Source: an optimization exercise on an open RTL-to-GDS flow (aim: small area, a short achievable clock period and few clock cycles). Production flows keep margins and buffers that such runs may drop.
RTL that was checked went through simulation tests only; none was proved equivalent to the original.
Power and IR drop assume default switching activity. The flow treats the clock pin as an ideal source, which a real chip does not have.

==> flow/design.v <==
package emem_pkg;
  localparam int idx_w = 5;
  localparam int addr_w = 7;
  localparam int num_banks = 4;
  localparam int block_bytes = 32;
  localparam int data_bytes = block_bytes - 1;
  localparam logic [7:0] saved_byte = 8'h00;
  localparam logic [7:0] erased_byte = 8'hff;
endpackage
`timescale 1ns/1ps
module emem_program #(
  parameter int NUM_BANKS = emem_pkg::num_banks
) (
  input  logic                   wr_clk,
  input  logic                   reset,
  input  logic                   wr_start,
  input  logic                   rd_start,
  input  logic                   rd_busy,
  input  logic [NUM_BANKS-1:0]   bank_sel,
  output logic [NUM_BANKS-1:0]   prog_we,
  output logic                   wr_accept,
  output logic                   wr_busy,
  output logic                   wr_done
);
  logic busy_q;
  assign wr_accept = wr_start && !rd_start && !rd_busy && !busy_q;
  assign prog_we = {NUM_BANKS{wr_start && !rd_start}} & bank_sel;
  always_ff @(posedge wr_clk or negedge reset)
  begin
    if (!reset)
      busy_q <= 1'b0;
    else
      busy_q <= wr_accept;
  end
  assign wr_busy = busy_q;
  assign wr_done = busy_q;
endmodule
`timescale 1ns/1ps
module emem_array #(
  parameter int NUM_BANKS = emem_pkg::num_banks
) (
  input  logic                                   wr_clk,
  input  logic                                   em_clear,
  input  logic [NUM_BANKS-1:0]                   prog_we,
  input  logic [emem_pkg::data_bytes*8-1:0]      prog_data,
  input  logic [NUM_BANKS-1:0]                   rd_bank,
  input  logic [emem_pkg::data_bytes-1:0]        rd_byte,
  output logic [7:0]                             rd_data,
  output logic [NUM_BANKS-1:0]                   lead
);
  localparam int NBYTES = emem_pkg::data_bytes;
  localparam int W      = NBYTES * 8;
  logic [W-1:0]           cells [NUM_BANKS];
  logic [NUM_BANKS-1:0]   mark_erased;
  logic                   clear_q;
  always_ff @(posedge wr_clk)
  begin
    clear_q <= em_clear;
  end
  always_ff @(posedge wr_clk)
  begin
    for (int b = 0; b < NUM_BANKS; b++)
    begin
      cells[b]       <= (cells[b] | {W{clear_q}}) & (prog_data | {W{!prog_we[b]}});
      mark_erased[b] <= (mark_erased[b] | clear_q) & !prog_we[b];
    end
  end
  always_comb
  begin
    for (int b = 0; b < NUM_BANKS; b++)
    begin
      lead[b] = !clear_q && !em_clear;
      for (int k = 0; k <= b; k++)
        lead[b] = lead[b] && !mark_erased[k];
      if (b + 1 < NUM_BANKS)
        lead[b] = lead[b] && mark_erased[b+1];
    end
  end
  always_comb
  begin
    rd_data = '0;
    for (int b = 0; b < NUM_BANKS; b++)
      for (int j = 0; j < NBYTES; j++)
        rd_data = rd_data | ({8{rd_bank[b] & rd_byte[j]}} & cells[b][j*8 +: 8]);
  end
endmodule
`timescale 1ns/1ps
module emem_restore #(
  parameter int NUM_BANKS = emem_pkg::num_banks,
  parameter int CNT_W = $clog2(NUM_BANKS + 1)
) (
  input  logic                   wr_clk,
  input  logic                   reset,
  input  logic                   rd_start,
  input  logic                   wr_busy,
  input  logic                   wr_accept,
  input  logic [NUM_BANKS-1:0]   lead,
  input  logic [7:0]             rd_data,
  output logic [NUM_BANKS-1:0]   rd_bank,
  output logic [emem_pkg::data_bytes-1:0] rd_byte,
  output logic [NUM_BANKS-1:0]   bank_sel,
  output logic                   rd_busy,
  output logic                   rd_done,
  output logic                   init_load,
  output logic [4:0]             init_index,
  output logic [7:0]             init_data,
  output logic [CNT_W-1:0]       em_bank,
  output logic                   em_full
);
  localparam logic [4:0] LAST_IDX = 5'(emem_pkg::data_bytes - 1);
  logic              rd_accept;
  logic              found;
  logic [CNT_W-1:0]  lead_cnt;
  logic [CNT_W-1:0]  bank_count;
  logic [CNT_W-1:0]  count_next;
  logic              busy_next;
  logic              load_next;
  logic              done_next;
  assign rd_accept = rd_start && !rd_busy && !wr_busy;
  always_ff @(posedge wr_clk)
  begin
    rd_bank <= lead;
  end
  assign found = |rd_bank;
  always_comb
  begin
    lead_cnt = '0;
    for (int b = 0; b < NUM_BANKS; b++)
      if (rd_bank[b])
        lead_cnt = CNT_W'(b + 1);
  end
  always_comb
  begin
    count_next = bank_count;
    if (rd_accept)
      count_next = lead_cnt;
    else if (wr_accept && (bank_count != CNT_W'(NUM_BANKS)))
      count_next = bank_count + CNT_W'(1);
  end
  assign busy_next = rd_accept || (rd_busy && !rd_done);
  assign load_next = (rd_accept && found) || (init_load && !rd_done);
  assign done_next = (rd_accept && !found) || (init_load && rd_byte[LAST_IDX]);
  always_ff @(posedge wr_clk or negedge reset)
  begin
    if (!reset)
    begin
      bank_count <= '0;
      bank_sel   <= '0;
      rd_busy    <= 1'b0;
      rd_done    <= 1'b0;
      init_load  <= 1'b0;
    end
    else
    begin
      bank_count <= count_next;
      for (int b = 0; b < NUM_BANKS; b++)
        bank_sel[b] <= !busy_next && !wr_accept && (count_next == CNT_W'(b));
      rd_busy    <= busy_next;
      rd_done    <= done_next;
      init_load  <= load_next;
    end
  end
  always_ff @(posedge wr_clk)
  begin
    rd_byte   <= load_next ? {rd_byte[emem_pkg::data_bytes-2:0], 1'b0} :
                             emem_pkg::data_bytes'(1);
    init_index <= init_load ? init_index + 5'd1 : 5'd0;
    init_data <= rd_data;
  end
  assign em_bank    = bank_count;
  assign em_full    = bank_count[CNT_W-1];
endmodule
`timescale 1ns/1ps
module emem_ctrl #(
  parameter int NUM_BANKS = emem_pkg::num_banks
) (
  input  logic          wr_clk,
  input  logic          reset,
  input  logic          em_clear,
  input  logic          rd_start,
  input  logic          wr_start,
  input  logic [247:0]  em_data,
  output logic          rd_busy,
  output logic          wr_busy,
  output logic          rd_done,
  output logic          wr_done,
  output logic          init_load,
  output logic [4:0]    init_index,
  output logic [7:0]    init_data,
  output logic [2:0]    em_bank,
  output logic          em_full
);
  localparam int CNT_W = $clog2(NUM_BANKS + 1);
  logic [NUM_BANKS-1:0] prog_we;
  logic                 wr_accept;
  logic [NUM_BANKS-1:0] bank_sel;
  logic [NUM_BANKS-1:0] rd_bank;
  logic [emem_pkg::data_bytes-1:0] rd_byte;
  logic [7:0]           rd_data;
  logic [NUM_BANKS-1:0] lead;
  emem_program #(
    .NUM_BANKS   (NUM_BANKS)
  ) u_program (
    .wr_clk      (wr_clk),
    .reset       (reset),
    .wr_start    (wr_start),
    .rd_start    (rd_start),
    .rd_busy     (rd_busy),
    .bank_sel    (bank_sel),
    .prog_we     (prog_we),
    .wr_accept   (wr_accept),
    .wr_busy     (wr_busy),
    .wr_done     (wr_done)
  );
  emem_array #(
    .NUM_BANKS   (NUM_BANKS)
  ) u_array (
    .wr_clk      (wr_clk),
    .em_clear    (em_clear),
    .prog_we     (prog_we),
    .prog_data   (em_data),
    .rd_bank     (rd_bank),
    .rd_byte     (rd_byte),
    .rd_data     (rd_data),
    .lead        (lead)
  );
  emem_restore #(
    .NUM_BANKS   (NUM_BANKS),
    .CNT_W       (CNT_W)
  ) u_restore (
    .wr_clk      (wr_clk),
    .reset       (reset),
    .rd_start    (rd_start),
    .wr_busy     (wr_busy),
    .wr_accept   (wr_accept),
    .lead        (lead),
    .rd_data     (rd_data),
    .rd_bank     (rd_bank),
    .rd_byte     (rd_byte),
    .bank_sel    (bank_sel),
    .rd_busy     (rd_busy),
    .rd_done     (rd_done),
    .init_load   (init_load),
    .init_index  (init_index),
    .init_data   (init_data),
    .em_bank     (em_bank),
    .em_full     (em_full)
  );
endmodule
export LEC_CHECK = 0
export CAP_MARGIN = 20
export CORE_MARGIN = 2
export CORE_UTILIZATION = 50
export PLACE_DENSITY = 0.65
export SETUP_SLACK_MARGIN = 5
export SLEW_MARGIN = 20
export TNS_END_PERCENT = 100
create_clock -name core_clock -period 8.0 [get_ports {wr_clk}]
standard.sh (not shown) runs the stock make flow with config.mk's settings and CLKGATE_MAP_FILE= SYNTH_SCRIPT=/design/flow/synth_recipe.tcl, a recipe that flattens the netlist after the stock synthesis.
==> flow/flow/run.sh <==
#!/bin/bash
set -euo pipefail
bash standard.sh \
  SETUP_SLACK_MARGIN=5.5 \
  TNS_END_PERCENT=100 \
  "BUFFER_PORTS_ARGS=-buffer_cell sky130_fd_sc_hd__buf_1" \
  "CTS_ARGS=-sink_clustering_enable -repair_clock_nets -dont_use_dummy_load -sink_clustering_size 30 -sink_clustering_max_diameter 150" \
  finish > flow.log 2>&1
Rerun with:
--- a/flow/design.v
+++ b/flow/design.v
@@ -76,12 +76,18 @@
         lead[b] = lead[b] && mark_erased[b+1];
     end
   end
-  always_comb
-  begin
+  logic [7:0] bank_data [NUM_BANKS];
+  always_comb
+  begin
+    for (int b = 0; b < NUM_BANKS; b++)
+    begin
+      bank_data[b] = '0;
+      for (int j = 0; j < NBYTES; j++)
+        bank_data[b] = bank_data[b] | ({8{rd_byte[j]}} & cells[b][j*8 +: 8]);
+    end
     rd_data = '0;
     for (int b = 0; b < NUM_BANKS; b++)
-      for (int j = 0; j < NBYTES; j++)
-        rd_data = rd_data | ({8{rd_bank[b] & rd_byte[j]}} & cells[b][j*8 +: 8]);
+      rd_data = rd_data | ({8{rd_bank[b]}} & bank_data[b]);
   end
 endmodule
 `timescale 1ns/1ps
@@ -107,7 +113,6 @@
   output logic [CNT_W-1:0]       em_bank,
   output logic                   em_full
 );
-  localparam logic [4:0] LAST_IDX = 5'(emem_pkg::data_bytes - 1);
   logic              rd_accept;
   logic              found;
   logic [CNT_W-1:0]  lead_cnt;
@@ -139,7 +144,7 @@
   end
   assign busy_next = rd_accept || (rd_busy && !rd_done);
   assign load_next = (rd_accept && found) || (init_load && !rd_done);
-  assign done_next = (rd_accept && !found) || (init_load && rd_byte[LAST_IDX]);
+  assign done_next = (rd_accept && !found) || (init_load && rd_byte[emem_pkg::data_bytes-1]);
   always_ff @(posedge wr_clk or negedge reset)
   begin
     if (!reset)
After rerunning: Synthesized cell count came out lower by 2.8%; global-route usage came out lower by 0.36 points; setup slack loses 0.0074 ns; cell area came out higher by 0.79%; combinational power came out lower by about 3%; cell count came out lower by 0.82%; power barely changes; routed wire length came out lower by 2.3%; core utilization came out higher by 0.73 points; die area came out lower by 1.0%; worst hold slack loses 0.015 ns; non-clock buffer count came out higher by 29; clock-buffer cell count stays the same.
Testbench counts after the change, summed over its fixed seeds: cycles 9,354.
The RTL of the first run of this note was laid out without a check of its function.

-- separate check: timing with driven ports --
How much do the figures lean on ideal ports? The routed layouts below were timed once more, with nothing changed but the port constraints. Step 1, drivers: a clkbuf_16 drives wr_clk and a buf_2 each remaining input, both assumed. Step 2 adds t to the input delays and takes it off the output delays; t is the mean of the earliest and latest rising clock arrival at the registers after step 1. Input paths then give back, and output paths get back, about the clock's delay inside the block. a / b / c = ideal / step 1 / step 2; a / b = the first two.
| run | t (ns) | setup slack, ns | hold slack, ns | slew at the worst register clock pin (ns) | cell pins on the clock port's net |
|---|---|---|---|---|---|
| the first run | 0.679 | 5.222 / 5.150 / 4.767 | 0.465 / 0.465 / 0.465 | 0.12 / 0.12 | 1 |
| the second run | 0.678 | 5.214 / 5.139 / 4.768 | 0.450 / 0.450 / 0.450 | 0.12 / 0.12 | 1 |
After both steps setup and hold are still met in every run listed. For the first run, which loses most, drivers alone change the setup slack by -0.072 ns; drivers and shift together by -0.455 ns.
